Background: an optimization exercise with open tools, aiming at small area. Do not read the settings as production practice. At most, simulation tests tie the RTL to the original design; equivalence was not proved. Power and IR drop assume default switching activity.

==> flow/design.v (excerpt) <==
module mixer_multi_ramp (
  input  logic        clk,
  input  logic        rst_n,
  input  logic        bclk,
  input  logic        lrclk,
  input  logic [3:0]  in,
  input  logic [31:0] level,
  input  logic [3:0]  mute,
  output logic        out,
  output logic [23:0] out_p,
  output logic        out_valid,
  output logic        sat
);
==> module mixer_multi_ramp, before the edit <==
module mixer_multi_ramp (
  input  logic        clk,
  input  logic        rst_n,
  input  logic        bclk,
  input  logic        lrclk,
  input  logic [3:0]  in,
  input  logic [31:0] level,
  input  logic [3:0]  mute,
  output logic        out,
  output logic [23:0] out_p,
  output logic        out_valid,
  output logic        sat
);
  logic        bclk_q, lrclk_q;
  logic        rise, fall, tog;
  logic        busy, act;
  logic [5:0]  cnt;
  logic [30:0] acc;
  logic [32:0] wide;
  logic        sticky, ovf;
  logic [7:0]  g [4];
  logic [9:0]  bsum;
  logic        first, full, res_en, rot_en, done;
  logic [1:0]  ch, ph;
  logic [7:0]  tgt, gnew;
  logic [8:0]  d;
  logic        over;
  logic [23:0] res;
  logic        out_q;
  logic        sbit;
  assign rise = bclk & ~bclk_q;
  assign fall = ~bclk & bclk_q;
  assign tog  = lrclk ^ lrclk_q;
  assign act  = tog | busy;
  always_ff @(posedge clk) begin
    bclk_q  <= bclk;
    lrclk_q <= lrclk;
    ph      <= ph + 2'd1;
  end
  assign full   = cnt[5] | (cnt[4] & cnt[3]);
  assign first  = (cnt == 6'd0);
  assign res_en = act & (cnt == 6'd24);
  assign rot_en = act & full;
  assign done   = act & (cnt == 6'd39);
  assign ch     = ph;
  always_ff @(posedge clk) begin
    if (!rst_n) begin
      cnt  <= '0;
      busy <= 1'b0;
    end else begin
      if (tog) busy <= 1'b1;
      else if (done) busy <= 1'b0;
      if (done) cnt <= '0;
      else if (act | (rise & ~full)) cnt <= cnt + 6'd1;
    end
  end
  always_comb begin
    bsum = '0;
    for (int i = 0; i < 4; i++) if (in[2'(i) + ph] & bclk) bsum = bsum + {2'b0, g[i]};
  end
  assign wide = {acc[30], acc, 1'b0} + {23'b0, bsum};
  assign ovf  = (wide[32] != wide[31]) | (wide[31] != wide[30]);
  always_ff @(posedge clk) begin
    if ((rise | act) & ~full) begin
      if (first) begin
        acc    <= -{21'b0, bsum};
        sticky <= 1'b0;
      end else if (!sticky) begin
        if (ovf) sticky <= 1'b1;
        else     acc    <= wide[30:0];
      end
    end
  end
  assign tgt  = mute[ch] ? 8'd0 : level[ch*8 +: 8];
  assign gnew = (tgt > g[0]) ? g[0] + 8'd1 : (tgt < g[0]) ? g[0] - 8'd1 : g[0];
  always_ff @(posedge clk) begin
    if (!rst_n) begin
      for (int c = 0; c < 4; c++) g[c] <= '0;
    end else begin
      g[0] <= g[1];
      g[1] <= g[2];
      g[2] <= g[3];
      g[3] <= rot_en ? gnew : g[0];
    end
  end
  assign over = sticky;
  assign res  = over ? {acc[30], {23{~acc[30]}}} : acc[30:7];
  always_comb begin
    sbit = 1'b0;
    for (int k = 0; k < 24; k++) if (cnt == 6'(k)) sbit = out_p[23-k];
  end
  always_ff @(posedge clk) begin
    if (!rst_n) begin
      out_p     <= '0;
      sat       <= 1'b0;
      out_q     <= 1'b0;
    end else begin
      if (res_en) begin
        out_p <= res;
        sat   <= over;
      end
      if (res_en)    out_q <= res[23];
      else if (fall) out_q <= sbit;
    end
  end
  assign out       = out_q;
  assign out_valid = busy & (cnt == 6'd25);
endmodule
clock: 10.0 ns
lec_check: 0
cap_margin: 20
core_margin: 2
core_utilization: 40
slew_margin: 20
standard.sh (not shown) runs the stock make flow with config.mk's settings and CLKGATE_MAP_FILE= SYNTH_SCRIPT=/design/flow/synth_recipe.tcl, a recipe that flattens the netlist after the stock synthesis.
==> flow/flow/run.sh <==
#!/bin/bash
# Own layout flow: the standard ORFS flow, with two changes:
#  - synthesis maps adders with ABC instead of the platform's full/half-adder cells, using an
#    area-oriented ABC script (flow/area.abc); registers are mapped exactly as in the standard
#    synthesis (dfflibmap runs before ABC and is untouched);
#  - the port buffers that placement inserts are the smallest buffer, buf_1.
set -euo pipefail
here=$(pwd)
sed "s#^  log_cmd abc {\*}\$abc_args\$#  log_cmd abc -script $here/flow/area.abc {*}\$lib_args {*}\$lib_dont_use_args#" \
  "$FLOW_HOME/scripts/synth.tcl" > "$here/synth_mod.tcl"
grep -q "flow/area.abc" "$here/synth_mod.tcl"
sed "s#source \$::env(SCRIPTS_DIR)/synth.tcl#source $here/synth_mod.tcl#" synth_recipe.tcl > "$here/own_synth.tcl"
grep -q "synth_mod.tcl" "$here/own_synth.tcl"
sed "s#SYNTH_SCRIPT=[^ ]*#SYNTH_SCRIPT=$here/own_synth.tcl ADDER_MAP_FILE=#" standard.sh > "$here/own_standard.sh"
grep -q "own_synth.tcl" "$here/own_standard.sh"
export BUFFER_PORTS_ARGS="-buffer_cell sky130_fd_sc_hd__buf_1"
bash "$here/own_standard.sh" > "$here/own_flow.log" 2>&1
==> flow/flow/area.abc <==
strash; &get -n; &deepsyn -T 30; &put; &get -n; &dch -f; &nf -p -R 1000; &put
The baseline passed the timing, design-rule and antenna checks.
Rerun with:
--- a/flow/design.v
+++ b/flow/design.v
@@ -21,7 +21,7 @@
   logic [7:0]  g [4];
   logic [9:0]  bsum;
   logic        first, full, res_en, rot_en, done;
-  logic [1:0]  ch, ph;
+  logic [1:0]  ch;
   logic [7:0]  tgt, gnew;
   logic [8:0]  d;
   logic        over;
@@ -35,14 +35,13 @@
   always_ff @(posedge clk) begin
     bclk_q  <= bclk;
     lrclk_q <= lrclk;
-    ph      <= ph + 2'd1;
   end
   assign full   = cnt[5] | (cnt[4] & cnt[3]);
   assign first  = (cnt == 6'd0);
   assign res_en = act & (cnt == 6'd24);
   assign rot_en = act & full;
   assign done   = act & (cnt == 6'd39);
-  assign ch     = ph;
+  assign ch     = cnt[1:0];
   always_ff @(posedge clk) begin
     if (!rst_n) begin
       cnt  <= '0;
@@ -56,7 +55,7 @@
   end
   always_comb begin
     bsum = '0;
-    for (int i = 0; i < 4; i++) if (in[2'(i) + ph] & bclk) bsum = bsum + {2'b0, g[i]};
+    for (int c = 0; c < 4; c++) if (in[c] & bclk) bsum = bsum + {2'b0, g[c]};
   end
   assign wide = {acc[30], acc, 1'b0} + {23'b0, bsum};
   assign ovf  = (wide[32] != wide[31]) | (wide[31] != wide[30]);
@@ -76,11 +75,11 @@
   always_ff @(posedge clk) begin
     if (!rst_n) begin
       for (int c = 0; c < 4; c++) g[c] <= '0;
-    end else begin
+    end else if (rot_en) begin
       g[0] <= g[1];
       g[1] <= g[2];
       g[2] <= g[3];
-      g[3] <= rot_en ? gnew : g[0];
+      g[3] <= gnew;
     end
   end
   assign over = sticky;
@@ -93,8 +92,10 @@
     if (!rst_n) begin
       out_p     <= '0;
       sat       <= 1'b0;
+      out_valid <= 1'b0;
       out_q     <= 1'b0;
     end else begin
+      out_valid <= res_en;
       if (res_en) begin
         out_p <= res;
         sat   <= over;
@@ -103,6 +104,5 @@
       else if (fall) out_q <= sbit;
     end
   end
-  assign out       = out_q;
-  assign out_valid = busy & (cnt == 6'd25);
+  assign out = out_q;
 endmodule
After rerunning: Combinational power is lower by a few percent; routed wire length grows by roughly a tenth; final area went up slightly; worst setup slack degrades by 0.22 ns; die area is higher by a few percent; core utilization is lower by 1.2 points; power is lower by a few percent; clock skew is about the same; final cell count is higher by a few percent; via count went up by a little under a tenth; maximum frequency is lower by a few percent; synthesized area grows by a few percent.
Function was not checked in any run of this note: the RTL went through the layout flow alone.

---

Setup of old:
The RTL this note starts from:
==> flow/design.v <==
module mixer_multi_ramp (
  input  logic        clk,
  input  logic        rst_n,
  input  logic        bclk,
  input  logic        lrclk,
  input  logic [3:0]  in,
  input  logic [31:0] level,
  input  logic [3:0]  mute,
  output logic        out,
  output logic [23:0] out_p,
  output logic        out_valid,
  output logic        sat
);
  logic        bclk_q, bclk_qq, lrclk_q;
  logic        rise_d;
  logic        fall, tog;
  logic        busy, act;
  logic [5:0]  cnt;
  logic [30:0] acc;
  logic [32:0] wide;
  logic        sticky, ovf;
  logic [7:0]  g [4];
  logic [9:0]  bsum;
  logic [7:0]  term [4];
  logic        first, full, res_en, rot_en, done;
  logic [1:0]  ph;
  logic [7:0]  tgt, gnew;
  logic        over;
  logic [23:0] res;
  logic        out_q;
  logic        sbit;
  assign fall = ~bclk & bclk_q;
  assign tog  = lrclk ^ lrclk_q;
  assign act  = tog | busy;
  assign rise_d = bclk_q & ~bclk_qq;
  always_ff @(posedge clk) begin
    bclk_q  <= bclk;
    bclk_qq <= bclk_q;
    lrclk_q <= lrclk;
    ph      <= rst_n ? ph + 2'd1 : 2'd0;
  end
  assign full   = cnt[5] | (cnt[4] & cnt[3]);
  assign first  = (cnt == 6'd0);
  assign res_en = act & (cnt == 6'd24);
  assign rot_en = act & full;
  assign done   = act & (cnt == 6'd39);
  always_ff @(posedge clk) begin
    if (!rst_n) begin
      cnt  <= '0;
      busy <= 1'b0;
    end else begin
      if (tog) busy <= 1'b1;
      else if (done) busy <= 1'b0;
      if (done) cnt <= '0;
      else if (act | (rise_d & ~full)) cnt <= cnt + 6'd1;
    end
  end
  always_comb begin
    for (int i = 0; i < 4; i++) term[i] = (in[2'(i) + ph] & bclk_q) ? g[i] : 8'd0;
  end
  assign bsum = ({2'b0, term[0]} + {2'b0, term[1]}) + ({2'b0, term[2]} + {2'b0, term[3]});
  assign wide = {acc[30], acc, 1'b0} + {23'b0, bsum};
  assign ovf  = (wide[32] != wide[31]) | (wide[31] != wide[30]);
  always_ff @(posedge clk) begin
    if ((rise_d | act) & ~full) begin
      if (first) begin
        acc    <= -{21'b0, bsum};
        sticky <= 1'b0;
      end else if (!sticky) begin
        acc    <= wide[30:0];
        sticky <= ovf;
      end
    end
  end
  assign tgt  = mute[ph] ? 8'd0 : level[ph*8 +: 8];
  assign gnew = (tgt > g[0]) ? g[0] + 8'd1 : (tgt < g[0]) ? g[0] - 8'd1 : g[0];
  always_ff @(posedge clk) begin
    g[0] <= g[1];
    g[1] <= rst_n ? g[2] : 8'd0;
    g[2] <= g[3];
    g[3] <= !rst_n ? 8'd0 : rot_en ? gnew : g[0];
  end
  assign over = sticky;
  assign res  = over ? {~acc[30], {23{acc[30]}}} : acc[30:7];
  always_comb begin
    sbit = 1'b0;
    for (int k = 0; k < 24; k++) if (cnt == 6'(k)) sbit = out_p[23-k];
  end
  always_ff @(posedge clk) begin
    if (!rst_n) begin
      out_p <= '0;
      sat   <= 1'b0;
      out_q <= 1'b0;
    end else begin
      if (res_en) begin
        out_p <= res;
        sat   <= over;
      end
      if (res_en)    out_q <= res[23];
      else if (fall) out_q <= sbit;
    end
  end
  assign out       = out_q;
  assign out_valid = busy & (cnt == 6'd25);
endmodule
export LEC_CHECK = 0
export CAP_MARGIN = 20
export CORE_MARGIN = 2
export CORE_UTILIZATION = 70
export GPL_TIMING_DRIVEN = 0
export SLEW_MARGIN = 20
create_clock -name core_clock -period 10.0 [get_ports {clk}]
==> flow/flow/run.sh <==
#!/bin/bash
# Own layout flow: the standard ORFS flow (standard.sh), with these changes:
#  - synthesis maps adders with ABC instead of the platform's full/half-adder cells, using an
#    area-oriented ABC script (flow/area.abc). It runs once for each of four ABC random seeds,
#    in parallel, and the flow continues from the run with the smallest cell area. Registers
#    are mapped exactly as in the standard synthesis (dfflibmap runs before ABC, untouched);
#  - the port buffers that placement inserts are the smallest buffer, buf_1;
#  - clock tree synthesis uses clkbuf_8 and adds no dummy load cells.
# Each synthesis run logs to synth_<seed>.log and the rest of the flow to own_flow.log (ORFS's
# own per-step logs are under orfs/logs/).
set -euo pipefail
here=$(pwd)
seeds="1 2 3 4"
for s in $seeds; do
  sed "s/SEED/$s/" flow/area.abc > "$here/area_$s.abc"
  sed "s#^  log_cmd abc {\*}\$abc_args\$#  log_cmd abc -script $here/area_$s.abc {*}\$lib_args {*}\$lib_dont_use_args#" \
    "$FLOW_HOME/scripts/synth.tcl" > "$here/synth_mod_$s.tcl"
  grep -q "area_$s.abc" "$here/synth_mod_$s.tcl"
  sed "s#source \$::env(SCRIPTS_DIR)/synth.tcl#source $here/synth_mod_$s.tcl#" synth_recipe.tcl > "$here/own_synth_$s.tcl"
  grep -q "synth_mod_$s.tcl" "$here/own_synth_$s.tcl"
  sed -e "s#SYNTH_SCRIPT=[^ ]*#SYNTH_SCRIPT=$here/own_synth_$s.tcl ADDER_MAP_FILE=#" \
      -e "s#WORK_HOME=[^ ]*#WORK_HOME=$here/syn_$s#" standard.sh > "$here/own_standard_$s.sh"
  grep -q "own_synth_$s.tcl" "$here/own_standard_$s.sh"
  bash "$here/own_standard_$s.sh" synth > "$here/synth_$s.log" 2>&1 &
done
wait
best=""
best_area=""
for s in $seeds; do
  a=$(awk '/Chip area/ {print $NF}' "$here/syn_$s/reports/sky130hd/mixer_multi_ramp/base/synth_stat.txt")
  echo "seed $s: synthesis cell area $a" >> "$here/own_flow.log"
  if [[ -z "$best" ]] || awk -v a="$a" -v b="$best_area" 'BEGIN { exit !(a < b) }'; then
    best=$s
    best_area=$a
  fi
done
echo "using seed $best" >> "$here/own_flow.log"
rm -rf "$here/orfs"
mv "$here/syn_$best" "$here/orfs"
sed -e "s#SYNTH_SCRIPT=[^ ]*#SYNTH_SCRIPT=$here/own_synth_$best.tcl ADDER_MAP_FILE=#" standard.sh > "$here/own_standard.sh"
grep -q "own_synth_$best.tcl" "$here/own_standard.sh"
export BUFFER_PORTS_ARGS="-buffer_cell sky130_fd_sc_hd__buf_1"
export CTS_ARGS="-sink_clustering_enable -repair_clock_nets -dont_use_dummy_load -buf_list sky130_fd_sc_hd__clkbuf_8"
bash "$here/own_standard.sh" >> "$here/own_flow.log" 2>&1
Other scripts of this flow, unchanged in this note and not shown: flow/flow/area.abc
#### Input delta (new over old)
diff --git a/flow/design.v b/flow/design.v
--- a/flow/design.v
+++ b/flow/design.v
@@ -37,7 +37,7 @@
     bclk_q  <= bclk;
     bclk_qq <= bclk_q;
     lrclk_q <= lrclk;
-    ph      <= rst_n ? ph + 2'd1 : 2'd0;
+    ph      <= ph + 2'd1;
   end
   assign full   = cnt[5] | (cnt[4] & cnt[3]);
   assign first  = (cnt == 6'd0);
Findings:
- NOTE: final critical path time including I/O delays and setup in new falls short of that of old
- On final worst-path setup slack: between old and new, it ends up lower for old.
- Total met3 wirelength after detailed routing for new is lower than for old.
- Hold slack of new is on par with old.
- Diff old..new | first-pass detailed-route iteration total | unchanged
- On met2 track demand over resource in global routing, the higher figure sits with new, not old.
- new: full flow OK, the timing, design-rule and antenna checks passed

port drivers added, routing unchanged:
How much do the figures lean on ideal ports? The routed layouts below were timed once more, with nothing changed but the port constraints. Step 1 assumes that a clkbuf_16 drives the clock port and a buf_2 every other input. Step 2 times the ports against the registers' clock, not the clock port: input delays grow and output delays shrink by t, the midpoint of the rising clock arrivals with the driver on. Slacks: ideal ports / drivers / drivers and shift; pairs: ideal ports / drivers.
run	t, ns	slack for setup (ns)	worst setup path after step 2
the first run of note 1	0.391	0.648 / 0.660 / 0.269	input to register
the second run of note 1	0.388	0.424 / 0.445 / 0.057	input to register
old	0.395	0.549 / 0.560 / 0.165	input to register
new	0.389	0.733 / 0.736 / 0.347	input to register
After both steps setup and hold are still met in every run listed. For new, which loses most, drivers alone change the setup slack by +0.003 ns; drivers and shift together by -0.386 ns.
